This is an optimization exercise on Yosys and OpenROAD, whose aim is small area, a short achievable clock period and few clock cycles per item, not a production implementation.
Power and IR drop assume default switching activity.

## the reference run
==> module mmu_bounds_dffr, before the edit <==
module mmu_bounds_dffr (
  input  logic clk,
  input  logic rst,
  input  logic d,
  output logic q
);
  always_ff @(posedge clk or posedge rst) begin
    if (rst) q <= 1'b0;
    else     q <= d;
  end
endmodule
==> module mmu_bounds_guard, before the edit <==
module mmu_bounds_guard
#(
  parameter int ADDR_W = mmu_bounds_guard_pkg::ADDR_W_DEF,
  parameter int SEL_W  = mmu_bounds_guard_pkg::SEL_W_DEF,
  parameter int NSEG   = mmu_bounds_guard_pkg::NSEG_DEF
) (
  input  logic              clk,
  input  logic              rst,
  input  logic              we,
  input  logic [SEL_W-1:0]  sel,
  input  logic [31:0]       lower,
  input  logic [31:0]       upper,
  input  logic              req_valid,
  output logic              req_ready,
  input  logic [ADDR_W-1:0] req_addr,
  input  logic              req_wr,
  output logic              mem_valid,
  input  logic              mem_ready,
  output logic [ADDR_W-1:0] mem_addr,
  output logic              mem_wr,
  output logic              exc,
  output logic [ADDR_W-1:0] exc_addr,
  output logic [SEL_W-1:0]  exc_sel,
  input  logic              exc_ack
);
  logic [SEL_W-1:0]  act;
  logic              live;
  logic              written;
  logic [ADDR_W-1:0] lo;
  logic [ADDR_W-1:0] hi;
  logic              hi_big;
  mmu_bounds_table #(
    .ADDR_W (ADDR_W),
    .SEL_W  (SEL_W),
    .NSEG   (NSEG)
  ) u_table (
    .clk        (clk),
    .rst        (rst),
    .we         (we),
    .sel        (sel),
    .lower      (lower),
    .upper      (upper),
    .active_sel (act),
    .live       (live),
    .written    (written),
    .lo         (lo),
    .hi         (hi),
    .hi_big     (hi_big)
  );
  logic              v_q;
  logic              pass_q;
  logic              chk_q;
  logic              busy_q;
  logic [ADDR_W-1:0] addr_q;
  logic              wr_q;
  logic [SEL_W-1:0]  sel_q;
  logic              free;
  logic              same;
  logic [ADDR_W-1:0] an;
  logic              pass;
  logic n_mv, n_ex;
  mmu_bounds_nand3 u_n_mv (.a(v_q), .b(pass_q),  .c(mem_ready), .y(n_mv));
  mmu_bounds_nand3 u_n_ex (.a(v_q), .b(!pass_q), .c(exc_ack),   .y(n_ex));
  mmu_bounds_nand3 u_rdy  (.a(busy_q), .b(n_mv), .c(n_ex), .y(req_ready));
  assign free = !busy_q || (v_q && (pass_q ? mem_ready : exc_ack));
  assign same = we && (sel == act);
  localparam int AH = ADDR_W / 2;
  logic chk_d, chk_b_q;
  assign chk_d = !chk_q && free && req_valid && same;
  mmu_bounds_dffr u_chk_a (.clk(clk), .rst(rst), .d(chk_d), .q(chk_q));
  mmu_bounds_dffr u_chk_b (.clk(clk), .rst(rst), .d(chk_d), .q(chk_b_q));
  mmu_bounds_mux2i #(.W(AH)) u_amux_lo (
    .a(req_addr[AH-1:0]), .b(addr_q[AH-1:0]), .s(chk_q), .y(an[AH-1:0]));
  mmu_bounds_mux2i #(.W(ADDR_W-AH)) u_amux_hi (
    .a(req_addr[ADDR_W-1:AH]), .b(addr_q[ADDR_W-1:AH]), .s(chk_b_q), .y(an[ADDR_W-1:AH]));
  mmu_bounds_check #(.W(ADDR_W)) u_check (
    .an     (an),
    .lo     (lo),
    .hi     (hi),
    .hi_big (hi_big),
    .live    (live),
    .written (written),
    .pass   (pass)
  );
  always_ff @(posedge clk or posedge rst) begin
    if (rst) begin
      v_q    <= 1'b0;
      busy_q <= 1'b0;
    end else if (chk_q) begin
      v_q    <= 1'b1;
    end else if (free) begin
      v_q    <= req_valid && !same;
      busy_q <= req_valid;
    end
  end
  always_ff @(posedge clk) begin
    if (chk_q || free) begin
      pass_q <= pass;
    end
    if (free) begin
      addr_q <= req_addr;
      wr_q   <= req_wr;
      sel_q  <= act;
    end
  end
  assign mem_valid = v_q && pass_q;
  assign mem_addr  = addr_q;
  assign mem_wr    = wr_q;
  assign exc       = v_q && !pass_q;
  assign exc_addr  = addr_q;
  assign exc_sel   = sel_q;
endmodule
clock: 5.5 ns
lec_check: 0
cap_margin: 20
core_margin: 2
core_utilization: 45
setup_slack_margin: 2.8
slew_margin: 20
synth_hierarchical: 1
standard.sh (not shown) runs the stock make flow with config.mk's settings and CLKGATE_MAP_FILE= SYNTH_SCRIPT=/design/flow/synth_recipe.tcl, a recipe that flattens the netlist after the stock synthesis.
==> flow/flow/run.sh <==
#!/bin/bash
# Standard ORFS layout, with plain buf_1 cells on the ports instead of the
# delay buffers buffer_ports picks by default, and the delay-cell families
# kept out of the post-synthesis repairs. Synthesis is the standard one.
set -euo pipefail
PLAT_DONT_USE=$(make -s -C "$FLOW_HOME" DESIGN_CONFIG="$FLOW_CONFIG" print-DONT_USE_CELLS 2>/dev/null | sed -n 's/^DONT_USE_CELLS: //p')
EXTRA="sky130_fd_sc_hd__clkdlybuf4s15_1 sky130_fd_sc_hd__clkdlybuf4s15_2 sky130_fd_sc_hd__clkdlybuf4s18_1 sky130_fd_sc_hd__clkdlybuf4s18_2 sky130_fd_sc_hd__clkdlybuf4s25_1 sky130_fd_sc_hd__clkdlybuf4s25_2 sky130_fd_sc_hd__clkdlybuf4s50_1 sky130_fd_sc_hd__clkdlybuf4s50_2 sky130_fd_sc_hd__dlygate4sd1_1 sky130_fd_sc_hd__dlygate4sd2_1 sky130_fd_sc_hd__dlygate4sd3_1 sky130_fd_sc_hd__dlymetal6s2s_1 sky130_fd_sc_hd__dlymetal6s4s_1 sky130_fd_sc_hd__dlymetal6s6s_1"
echo "platform dont_use: $PLAT_DONT_USE" > flow_vars.log
bash standard.sh synth > synth.log 2>&1
bash standard.sh "BUFFER_PORTS_ARGS=-buffer_cell sky130_fd_sc_hd__buf_1" "POST_FLOORPLAN_TCL=$PWD/flow/downsize.tcl" "DONT_USE_CELLS=$PLAT_DONT_USE $EXTRA" finish > layout.log 2>&1
==> flow/flow/downsize.tcl <==
# Post-floorplan hook: set every combinational cell that synthesis mapped
# at a larger drive strength back to drive 1 (same function), so that the
# repair steps that follow upsize only what timing needs. Registers, ties
# and buffers are left alone.
set db [ord::get_db]
set n 0
foreach inst [[ord::get_db_block] getInsts] {
  set m [[$inst getMaster] getName]
  if {[regexp {^sky130_fd_sc_hd__(a21oi|o21ai|a21o|o21a|nand2|nor2|nand3|nor3|nand4|nor4|a22oi|o22ai|a211oi|o211ai|a31oi|o31ai|mux2i|xor2|xnor2|inv)_(2|4)$} $m -> fam drv]} {
    set small [$db findMaster sky130_fd_sc_hd__${fam}_1]
    if {$small ne "NULL" && $small ne ""} {
      $inst swapMaster $small
      incr n
    }
  }
}
puts "downsize.tcl: set $n cells to drive 1"
The reference run completed end to end with timing, DRC and antenna clean.
Setup changes, the reference run to the trial run
-- flow/design.v --
<<< the reference run, line 188
  assign y = ~(a & b & c);
endmodule
module mmu_bounds_dffr (
  input  logic clk,
  input  logic rst,
  input  logic d,
  output logic q
);
  always_ff @(posedge clk or posedge rst) begin
    if (rst) q <= 1'b0;
    else     q <= d;
  end
endmodule
module mmu_bounds_mux2i
#(
>>> the trial run, line 188
  assign y = ~(a & b & c);
endmodule
module mmu_bounds_mux2i
#(
<<< the reference run, line 262
  logic              pass_q;
  logic              chk_q;
  logic              busy_q;
  logic [ADDR_W-1:0] addr_q;
  logic              wr_q;
>>> the trial run, line 251
  logic              pass_q;
  logic              chk_q;
  logic              busy;
  logic [ADDR_W-1:0] addr_q;
  logic              wr_q;
<<< the reference run, line 273
  mmu_bounds_nand3 u_n_mv (.a(v_q), .b(pass_q),  .c(mem_ready), .y(n_mv));
  mmu_bounds_nand3 u_n_ex (.a(v_q), .b(!pass_q), .c(exc_ack),   .y(n_ex));
  mmu_bounds_nand3 u_rdy  (.a(busy_q), .b(n_mv), .c(n_ex), .y(req_ready));
  assign free = !busy_q || (v_q && (pass_q ? mem_ready : exc_ack));
  assign same = we && (sel == act);
  localparam int AH = ADDR_W / 2;
  logic chk_d, chk_b_q;
  assign chk_d = !chk_q && free && req_valid && same;
  mmu_bounds_dffr u_chk_a (.clk(clk), .rst(rst), .d(chk_d), .q(chk_q));
  mmu_bounds_dffr u_chk_b (.clk(clk), .rst(rst), .d(chk_d), .q(chk_b_q));
  mmu_bounds_mux2i #(.W(AH)) u_amux_lo (
    .a(req_addr[AH-1:0]), .b(addr_q[AH-1:0]), .s(chk_q), .y(an[AH-1:0]));
  mmu_bounds_mux2i #(.W(ADDR_W-AH)) u_amux_hi (
    .a(req_addr[ADDR_W-1:AH]), .b(addr_q[ADDR_W-1:AH]), .s(chk_b_q), .y(an[ADDR_W-1:AH]));
  mmu_bounds_check #(.W(ADDR_W)) u_check (
    .an     (an),
>>> the trial run, line 262
  mmu_bounds_nand3 u_n_mv (.a(v_q), .b(pass_q),  .c(mem_ready), .y(n_mv));
  mmu_bounds_nand3 u_n_ex (.a(v_q), .b(!pass_q), .c(exc_ack),   .y(n_ex));
  mmu_bounds_nand3 u_rdy  (.a(busy), .b(n_mv), .c(n_ex), .y(req_ready));
  assign busy = v_q || chk_q;
  assign free = !busy || (v_q && (pass_q ? mem_ready : exc_ack));
  assign same = we && (sel == act);
  mmu_bounds_mux2i #(.W(ADDR_W)) u_amux (.a(req_addr), .b(addr_q), .s(chk_q), .y(an));
  mmu_bounds_check #(.W(ADDR_W)) u_check (
    .an     (an),
<<< the reference run, line 296
  always_ff @(posedge clk or posedge rst) begin
    if (rst) begin
      v_q    <= 1'b0;
      busy_q <= 1'b0;
    end else if (chk_q) begin
      v_q    <= 1'b1;
    end else if (free) begin
      v_q    <= req_valid && !same;
      busy_q <= req_valid;
    end
  end
>>> the trial run, line 278
  always_ff @(posedge clk or posedge rst) begin
    if (rst) begin
      v_q   <= 1'b0;
      chk_q <= 1'b0;
    end else if (chk_q) begin
      v_q   <= 1'b1;
      chk_q <= 1'b0;
    end else if (free) begin
      v_q   <= req_valid && !same;
      chk_q <= req_valid && same;
    end
  end
==> comparison <==
On the trial run: worst hold slack is 5.2 ps lower than what the reference run gave.
Of the trial run and the reference run, the reference run shows the higher iteration-0 DRC count of the detailed router, with the trial run below it.
Number of placement rows: the reference run vs the trial run identical
Post-route standard cell area excluding fillers across the trial run and the reference run: no real change.
The trial run did not stop at any stage, and its layout met the timing, DRC and antenna checks.
The reference run ended with every stage complete and zero timing, DRC or antenna violations.
Delta (the trial run minus the reference run): measured slew at the worst slew-check pin climbed 21 ps; switching share of power dropped 5.6 points.
Diff the reference run -> the trial run | routed wire length | down by a few percent
Relative to the reference run, the via count of the first global-routing pass of the trial run is lower by about 4%.
The trial run supports a higher top clock frequency than the reference run.
Clock period minus final worst setup slack (the trial run over the reference run): decrease, 15 ps
Going from the reference run to the trial run, maximum fanout along the worst path grows by 14.
The trial run vs the reference run, cell with the largest stage delay on the worst path: dfrtp_4 vs buf_1
No functional check of the RTL was part of any run of this note.

[afterwards: timing with drivers on the ports]
The flow's constraints put no driver on any port. The routed layouts listed below were extracted and timed again, unchanged, in two steps. Step 1, drivers: a clkbuf_16 drives clk and a buf_2 each remaining input, both assumed. Step 2, shift: input delay + t, output delay - t, t = (earliest + latest rising clock arrival at the registers) / 2. This alone moves slack from input paths to output paths. a / b / c = ideal ports / drivers / drivers and shift; a / b = the first two.
run	t, ns	setup WS [ns]	hold slack, ns	worst slew at a driven data input, ns
the reference run	0.389	2.868 / 2.844 / 2.562	0.494 / 0.494 / 0.494	0.05
the trial run	0.375	2.883 / 2.850 / 2.558	0.489 / 0.489 / 0.489	0.05
After both steps every run listed still meets setup and hold. For the trial run, which loses most, drivers alone change the setup slack by -0.033 ns; drivers and shift together by -0.325 ns.
